Context: an optimization exercise on an open-source flow, tuned for small area, a short achievable clock period and few clock cycles. The choices shown serve that exercise and are no tape-out recipe. Function was checked by simulation only, so behaviour that the tests miss may differ from the original. No activity file was given, so power comes from the tool's default toggle rates.

==> design/flow/design.v <==
`timescale 1ns / 1ps
`default_nettype none
package hdc_pkg;
   localparam int WINDOW_DEPTH = 16;
   localparam int REG_COUNT    = 32;
   localparam int IDX_W        = $clog2(WINDOW_DEPTH);
   localparam int COUNT_W      = $clog2(WINDOW_DEPTH + 1);
   localparam int REG_W  = 5;
   localparam int KIND_W = 3;
   localparam int OIDX_W = 4;
   localparam logic [KIND_W-1:0] KIND_RAW  = 3'd0;
   localparam logic [KIND_W-1:0] KIND_WAR  = 3'd1;
   localparam logic [KIND_W-1:0] KIND_WAW  = 3'd2;
   localparam logic [KIND_W-1:0] KIND_NONE = 3'd3;
   localparam logic [KIND_W-1:0] KIND_FULL = 3'd4;
   localparam int HIT_RAW = 0;
   localparam int HIT_WAR = 1;
   localparam int HIT_WAW = 2;
   typedef struct packed {
      logic [REG_W-1:0] dst;
      logic             dst_ok;
      logic [REG_W-1:0] sa;
      logic             sa_ok;
      logic [REG_W-1:0] sb;
      logic             sb_ok;
   } entry_type;
   typedef struct packed {
      logic [2:0]       hits;
      logic [REG_W-1:0] dst;
   } scan_type;
   function automatic logic [OIDX_W-1:0] to_oidx(input logic [IDX_W-1:0] v);
      logic [IDX_W+OIDX_W-1:0] w;
      w = {{OIDX_W{1'b0}}, v};
      to_oidx = w[OIDX_W-1:0];
   endfunction
endpackage
`default_nettype wire
`timescale 1ns / 1ps
`default_nettype none
module hdc_cell (
   input  wire logic               clock,
   input  wire logic               reset,
   input  wire logic               wr_en,
   input  wire hdc_pkg::entry_type cur,
   input  wire logic               live,
   input  wire logic               load,
   input  wire logic               shift,
   input  wire logic [2:0]         clr_mask,
   input  wire hdc_pkg::scan_type  chain_in,
   output hdc_pkg::scan_type       scan_out,
   output logic [2:0]              hit
);
   hdc_pkg::entry_type entry_ff;
   hdc_pkg::scan_type  scan_ff;
   hdc_pkg::scan_type  scan_in;
   always_comb begin
      hit[hdc_pkg::HIT_RAW] = entry_ff.dst_ok &&
                     ((cur.sa_ok && entry_ff.dst == cur.sa) ||
                      (cur.sb_ok && entry_ff.dst == cur.sb));
      hit[hdc_pkg::HIT_WAR] = cur.dst_ok &&
                     ((entry_ff.sa_ok && entry_ff.sa == cur.dst) ||
                      (entry_ff.sb_ok && entry_ff.sb == cur.dst));
      hit[hdc_pkg::HIT_WAW] = entry_ff.dst_ok && cur.dst_ok && entry_ff.dst == cur.dst;
      if (!live) begin
         hit = 3'b000;
      end
   end
   always_comb begin
      scan_in = scan_ff;
      if (load) begin
         scan_in.hits = hit;
         scan_in.dst  = entry_ff.dst;
      end else if (shift) begin
         scan_in = chain_in;
      end else begin
         scan_in.hits = scan_ff.hits & ~clr_mask;
      end
   end
   always_ff @(posedge clock) begin
      if (reset) begin
         scan_ff.hits <= 3'b000;
      end else begin
         scan_ff.hits <= scan_in.hits;
      end
      scan_ff.dst <= scan_in.dst;
   end
   always_ff @(posedge clock) begin
      if (wr_en) begin
         entry_ff <= cur;
      end
   end
   assign scan_out = scan_ff;
endmodule
`default_nettype wire
`timescale 1ns / 1ps
`default_nettype none
module instruction_hazard_detector_top (
   input  wire logic                       clock,
   input  wire logic                       reset,
   input  wire logic                       req_valid,
   output logic                            req_stall,
   input  wire logic                       req_start_program,
   input  wire logic [hdc_pkg::REG_W-1:0]  req_dest_reg,
   input  wire logic                       req_dest_present,
   input  wire logic [hdc_pkg::REG_W-1:0]  req_src_a_reg,
   input  wire logic                       req_src_a_present,
   input  wire logic [hdc_pkg::REG_W-1:0]  req_src_b_reg,
   input  wire logic                       req_src_b_present,
   output logic                            rsp_valid,
   input  wire logic                       rsp_stall,
   output logic [hdc_pkg::KIND_W-1:0]      rsp_dep_kind,
   output logic [hdc_pkg::OIDX_W-1:0]      rsp_earlier_index,
   output logic [hdc_pkg::OIDX_W-1:0]      rsp_later_index,
   output logic [hdc_pkg::REG_W-1:0]       rsp_shared_reg,
   output logic                            rsp_last_result
);
   hdc_pkg::entry_type          cur;
   logic [3*hdc_pkg::WINDOW_DEPTH-1:0] scan_hits;
   logic [hdc_pkg::REG_W*hdc_pkg::WINDOW_DEPTH-1:0] scan_dst;
   logic [hdc_pkg::WINDOW_DEPTH-1:0] hit_any;
   logic [hdc_pkg::WINDOW_DEPTH-1:0] pend_vec;
   logic [hdc_pkg::COUNT_W-1:0] count_ff, count_in;
   logic               scan_active_ff, scan_active_in;
   logic [hdc_pkg::IDX_W-1:0]   head_idx_ff, head_idx_in;
   logic [hdc_pkg::IDX_W-1:0]   later_ff, later_in;
   logic [hdc_pkg::REG_W-1:0]   cur_dst_ff, cur_dst_in;
   logic               rsp_valid_ff, rsp_valid_in;
   logic [hdc_pkg::KIND_W-1:0]  kind_ff, kind_in;
   logic [hdc_pkg::OIDX_W-1:0]  early_ff, early_in;
   logic [hdc_pkg::OIDX_W-1:0]  late_ff, late_in;
   logic [hdc_pkg::REG_W-1:0]   shreg_ff, shreg_in;
   logic               last_ff, last_in;
   logic               accept, out_free, full, any_hit, rest_any;
   logic [hdc_pkg::COUNT_W-1:0] eff_count;
   logic [hdc_pkg::IDX_W-1:0]   pos;
   logic               head_empty, emit, shift, load;
   logic [2:0]         pick, remain;
   assign cur.dst    = req_dest_reg;
   assign cur.dst_ok = req_dest_present;
   assign cur.sa     = req_src_a_reg;
   assign cur.sa_ok  = req_src_a_present;
   assign cur.sb     = req_src_b_reg;
   assign cur.sb_ok  = req_src_b_present;
   assign out_free  = !rsp_valid_ff || !rsp_stall;
   assign req_stall = scan_active_ff || !out_free;
   assign accept    = req_valid && !req_stall;
   assign eff_count = req_start_program ? '0 : count_ff;
   assign full      = eff_count == hdc_pkg::COUNT_W'(hdc_pkg::WINDOW_DEPTH);
   assign pos       = eff_count[hdc_pkg::IDX_W-1:0];
   assign load      = accept && !full;
   for (genvar i = 0; i < hdc_pkg::WINDOW_DEPTH; i++) begin : g_cell
      hdc_pkg::scan_type chain_in;
      hdc_pkg::scan_type scan_o;
      logic [2:0]        hits_o;
      if (i == hdc_pkg::WINDOW_DEPTH - 1) begin : g_tail
         assign chain_in = '0;
      end else begin : g_link
         assign chain_in = {scan_hits[3*(i+1) +: 3], scan_dst[hdc_pkg::REG_W*(i+1) +: hdc_pkg::REG_W]};
      end
      hdc_cell u_cell (
         .clock    (clock),
         .reset    (reset),
         .wr_en    (load && pos == hdc_pkg::IDX_W'(i)),
         .cur      (cur),
         .live     (hdc_pkg::COUNT_W'(i) < eff_count),
         .load     (load),
         .shift    (shift),
         .clr_mask ((i == 0 && emit) ? pick : 3'b000),
         .chain_in (chain_in),
         .scan_out (scan_o),
         .hit      (hits_o)
      );
      assign scan_hits[3*i +: 3] = scan_o.hits;
      assign scan_dst[hdc_pkg::REG_W*i +: hdc_pkg::REG_W] = scan_o.dst;
      assign hit_any[i]  = |hits_o;
      assign pend_vec[i] = |scan_o.hits;
   end
   assign any_hit  = |hit_any;
   assign rest_any = |pend_vec[hdc_pkg::WINDOW_DEPTH-1:1];
   always_comb begin
      pick = 3'b000;
      if (scan_hits[hdc_pkg::HIT_RAW]) begin
         pick[hdc_pkg::HIT_RAW] = 1'b1;
      end else if (scan_hits[hdc_pkg::HIT_WAR]) begin
         pick[hdc_pkg::HIT_WAR] = 1'b1;
      end else if (scan_hits[hdc_pkg::HIT_WAW]) begin
         pick[hdc_pkg::HIT_WAW] = 1'b1;
      end
   end
   assign remain     = scan_hits[2:0] & ~pick;
   assign head_empty = !pend_vec[0];
   assign emit       = scan_active_ff && !head_empty && out_free;
   assign shift      = scan_active_ff && (head_empty || (emit && remain == 3'b000));
   always_comb begin
      count_in       = count_ff;
      scan_active_in = scan_active_ff;
      head_idx_in    = head_idx_ff;
      later_in       = later_ff;
      cur_dst_in     = cur_dst_ff;
      rsp_valid_in   = rsp_valid_ff && rsp_stall;
      kind_in        = kind_ff;
      early_in       = early_ff;
      late_in        = late_ff;
      shreg_in       = shreg_ff;
      last_in        = last_ff;
      if (accept) begin
         rsp_valid_in = 1'b0;
         if (full) begin
            rsp_valid_in = 1'b1;
            kind_in      = hdc_pkg::KIND_FULL;
            early_in     = '0;
            late_in      = '0;
            shreg_in     = '0;
            last_in      = 1'b1;
            count_in     = eff_count;
         end else begin
            count_in = eff_count + hdc_pkg::COUNT_W'(1);
            if (any_hit) begin
               scan_active_in = 1'b1;
               head_idx_in    = '0;
               later_in       = pos;
               cur_dst_in     = req_dest_reg;
            end else begin
               rsp_valid_in = 1'b1;
               kind_in      = hdc_pkg::KIND_NONE;
               early_in     = '0;
               late_in      = hdc_pkg::to_oidx(pos);
               shreg_in     = '0;
               last_in      = 1'b1;
            end
         end
      end
      if (emit) begin
         rsp_valid_in = 1'b1;
         early_in     = hdc_pkg::to_oidx(head_idx_ff);
         late_in      = hdc_pkg::to_oidx(later_ff);
         last_in      = remain == 3'b000 && !rest_any;
         if (pick[hdc_pkg::HIT_RAW]) begin
            kind_in  = hdc_pkg::KIND_RAW;
            shreg_in = scan_dst[hdc_pkg::REG_W-1:0];
         end else if (pick[hdc_pkg::HIT_WAR]) begin
            kind_in  = hdc_pkg::KIND_WAR;
            shreg_in = cur_dst_ff;
         end else begin
            kind_in  = hdc_pkg::KIND_WAW;
            shreg_in = cur_dst_ff;
         end
         if (remain == 3'b000 && !rest_any) begin
            scan_active_in = 1'b0;
         end
      end
      if (shift) begin
         head_idx_in = head_idx_ff + hdc_pkg::IDX_W'(1);
      end
   end
   always_ff @(posedge clock) begin
      if (reset) begin
         count_ff       <= '0;
         scan_active_ff <= 1'b0;
         rsp_valid_ff   <= 1'b0;
      end else begin
         count_ff       <= count_in;
         scan_active_ff <= scan_active_in;
         rsp_valid_ff   <= rsp_valid_in;
      end
      head_idx_ff <= head_idx_in;
      later_ff    <= later_in;
      cur_dst_ff  <= cur_dst_in;
      kind_ff     <= kind_in;
      early_ff    <= early_in;
      late_ff     <= late_in;
      shreg_ff    <= shreg_in;
      last_ff     <= last_in;
   end
   assign rsp_valid         = rsp_valid_ff;
   assign rsp_dep_kind      = kind_ff;
   assign rsp_earlier_index = early_ff;
   assign rsp_later_index   = late_ff;
   assign rsp_shared_reg    = shreg_ff;
   assign rsp_last_result   = last_ff;
endmodule
`default_nettype wire
==> design/flow/run.sh <==
#!/bin/bash
# synth_recipe.tcl (not shown) runs the flow's synth.tcl, then flattens the netlist and writes it again
# the make line also repeats each setting of config.mk as NAME=value (left out here)
make -C /OpenROAD-flow-scripts/flow DESIGN_CONFIG=/design/flow/config.mk WORK_HOME=/design/flow/orfs CLKGATE_MAP_FILE= SYNTH_SCRIPT=/design/flow/synth_recipe.tcl finish
==> design/flow/config.mk <==
export PLATFORM = sky130hd
export DESIGN_NAME = instruction_hazard_detector_top
export DESIGN_NICKNAME = instruction_hazard_detector_top
export VERILOG_FILES = /design/flow/design.v
export SDC_FILE = /design/flow/constraint.sdc
export NUM_CORES = 4
export LEC_CHECK = 0
export CAP_MARGIN = 20
export CORE_MARGIN = 2
export CORE_UTILIZATION = 40
export SLEW_MARGIN = 20
==> design/flow/constraint.sdc <==
create_clock -name core_clock -period 4.5 [get_ports {clock}]
set_input_delay 0.9000 -clock core_clock [delete_from_list [all_inputs] [get_ports {clock}]]
set_output_delay 0.9000 -clock core_clock [all_outputs]
set_load 0.01 [all_outputs]
==> out/metrics.yaml <==
ys_warn_count: 2
pwr-share-comb_pct: 8.0
drive_gt1_share_pct: 10.67
h-tree-depth: 2
p_per_area_nw_per_um2: 389.5
synth_area_leaders: "edfxtp_1, xor2_1, xnor2_1"
synthesis.area_um2: 21530
grt_pass1_vias: 14060
portBuffers: 41
syn_nets: 1795
grt_usage_pct: 21.82
pwr-share-seq_pct: 49.8
final_cell_mix: "edfxtp_1, nand2_1, xor2_1, xnor2_1, nor4_1"
hold_viol: 0
vias_per_cell: 5.458
grt_overflow: 0
grt_pass1_wl_mm: 90.85
die_w_um: 236.0
worstPathMaxFanout: 19
clock_latency_ns: 0.60
maxSlewHeadroom_pct: 48.84
final.setup.worst_slack_ns: 0.7236
p_leak_nw: 8.802
wl_per_cell_um: 23.56
fin_area_um2: 24540
period_share_pct: 83.92
p_sw_mw: 2.191
diodes: 0
avgSynthCellArea_um2: 12.19
cts_root_buffer: "clkbuf_16"
internal-power_mw: 7.368
drtAntennaViolNets: 0
synthArstFlopShare_pct: 0
synth_cells: 1766
critPathKind: "in2reg"
ys_ff_latch: 453
routabilityCongestion: 0.9146
worstPathCellList: "clkdlybuf4s50_1 > buf_4 > inv_2 > nand2_1 > nor2_1 > o221ai_1 > nand3_1 > nor4_1 > nand3_1 > a31oi_2 > buf_12"
critPathSlowestCell: "clkdlybuf4s50_1"
clkSinkCount: 453
antenna_found_initial: 1
dpl.hpwl_mm: 40.63
drc_errors: 0
die_height_um: 236.0
skew_ns: 0.01825
io_pins: 42
synth_flop_cell: "edfxtp_1"
cts_buffer_depth: 3
dp_slack_ns: 0.2534
cts_hold_buf: 0
cpPeakStageDelay_ns: 0.64
total_power_mw: 9.559
ir_drop_mv: 0.3011
core_area_um2: 53500
nets: 1866
tritoncts: "yes"
yosysUniqueCellTypes: 70
worst_slew_pin_slew_ns: 0.7646
synth.largest_area_cell: "edfxtp_1"
placementRows: 85
placed_cell_area_um2: 22950
path_clk_slew_ns: 0.06
netSwitchingFraction_pct: 22.92
required_ns: 4.80
fmax_mhz: 264.8
grt_max_degree: 88
drt-initial-drc-count: 1260
tns_ns: 0
cp-start-kind: "input port"
wirelength_mm: 60.54
syn2layout_area_growth_pct: 13.98
die-area_um2: 55700
start_util_pct: 40.25
postCtsSetupBuffers: 0
cts_resized: 0
via_count: 14030
finalWorstPathRequiredPeriod_ns: 3.776
min_path_type: "reg2reg"
final_util_pct: 45.88
end_kind: "flip-flop"
status: "complete, no violations"
setup_viol_count_final: 0
clockPowerShare_pct: 42.3
rsz0062_at_grt: "no"
crit_top_cell: "nand3_1"
slew_viol_final: 0
maxCapViolations: 0
synth_edf_count: 398
synth_top_area_share_pct: 55.51
final_common_cell: "edfxtp_1"
critical_path_arrival_ns: 4.07
cts_buffers: 48
yosysSeqAreaShare_pct: 60.62
drt-pass1-iter-count: 5
[stage by stage]
stage                     hold WS [ns]  cells
after CTS                       0.4780   2570
final                           0.4808   2570
after global placement          0.4712   2483
after global routing            0.5119   2570
after floorplan                 0.4492   1766
after detailed placement        0.4686   2483
[power by group through the flow]
stage	Clock [mW]	Sequential (mW)	Combinational (mW)
after floorplan	0	4.83	0.473
after global placement	0	4.84	0.750
after detailed placement	0	4.85	0.760
after CTS	4.11	4.76	0.764
after global routing	4.27	4.77	0.824
final	4.04	4.76	0.761
[flip-flops by register name, summed over array words and instances (netlist names)]
register / cells
rsp_valid_ff: 1
head_idx_ff: 4
later_ff: 4
count_ff: 5
g_cell.u_cell.scan_ff: 128
shreg_ff: 5
scan_active_ff: 1
late_ff: 4
cur_dst_ff: 5
kind_ff: 3
g_cell.u_cell.entry_ff: 288
last_ff: 1
early_ff: 4
[cells by family after synthesis]
family,share of synthesized area [%]
flops,60.62
mux,0.2324
compound gates,4.655
xor+xnor,16.39
buf+inv,3.516
fa+ha+maj,0.3951
simple gates,14.19
[worst paths after layout]
path                                     start  cells past startpoint                      endpoint  slack, ns
setup / recovery             req_start_program                     11                    kind_ff[0]       0.72
hold / removal    g_cell[10].u_cell.scan_ff[7]                      2  g_cell[10].u_cell.scan_ff[7]       0.48
hold reg to reg   g_cell[10].u_cell.scan_ff[7]                      2  g_cell[10].u_cell.scan_ff[7]       0.48
setup reg to reg                   count_ff[3]                     10                    kind_ff[0]       1.13
[final cells by class]
class / instances / area [um2]
Tap cell: 696 / 870.8
Fill cell: 4803 / 28950
Sequential cell: 453 / 13050
Clock buffer: 57 / 1266
Multi-Input combinational cell: 1193 / 7744
Clock inverter: 30 / 326.6
Timing Repair Buffer: 131 / 1244
Inverter: 10 / 38.79
[cell usage after synthesis, types with 21 or more instances]
library cell,number
buf_4,23
edfxtp_1,398
clkbuf_1,30
buf_6,21
and3_1,55
nand2_1,300
buf_2,28
xor2_1,274
nor2_1,78
nand3_1,40
xnor2_1,129
dfxtp_1,55
nor4_1,94
a21oi_1,22
[per-layer routing]
layer / vias to the layer above / track usage, % / part of all wire (%)
met4: 2 / 6.871 / 2.9
met2: 511 / 34.92 / 46
met5: - / 0 / 0.015
met1: 6978 / 30.45 / 44
li1: 6413 / - / -
met3: 123 / 3.499 / 6.5
[critical path: cells and delay by family]
family / cells / cell delay [ns]
AO/OA/AOI/OAI: 2 / 0.70
AND/OR/NAND/NOR: 5 / 1.11
buffers and inverters: 4 / 1.35
Testbench counts, summed over its fixed seeds: cycles 15,521.

-- afterwards: timing with drivers on the ports --
No port has a modelled driver above. Below, the same layout with a new extraction and two added sets of constraints. Step 1 (the two cells are an assumption about what drives the block):
set clk [get_ports {clock}]
set_driving_cell -lib_cell sky130_fd_sc_hd__clkbuf_16 $clk
set_driving_cell -lib_cell sky130_fd_sc_hd__buf_2 [delete_from_list [all_inputs] $clk]
Step 2 adds t to the input delays and takes it off the output delays; t is the mean of the earliest and latest rising clock arrival at the registers after step 1. Input paths then give back, and output paths get back, about the clock's delay inside the block. Three values: ideal ports, drivers, drivers and shift; two values: the first two.
shift t [ns]: 0.642
setup slack, ns: 0.724 / 0.754 / 0.112
latest minus earliest clock arrival (ns): 0.018 / 0.018
slew at the worst register clock pin (ns): 0.07 / 0.07
pins driven straight from the clock port: 1
After both steps setup and hold are still met in this run. For this run, drivers alone change the setup slack by +0.030 ns; drivers and shift together by -0.612 ns.
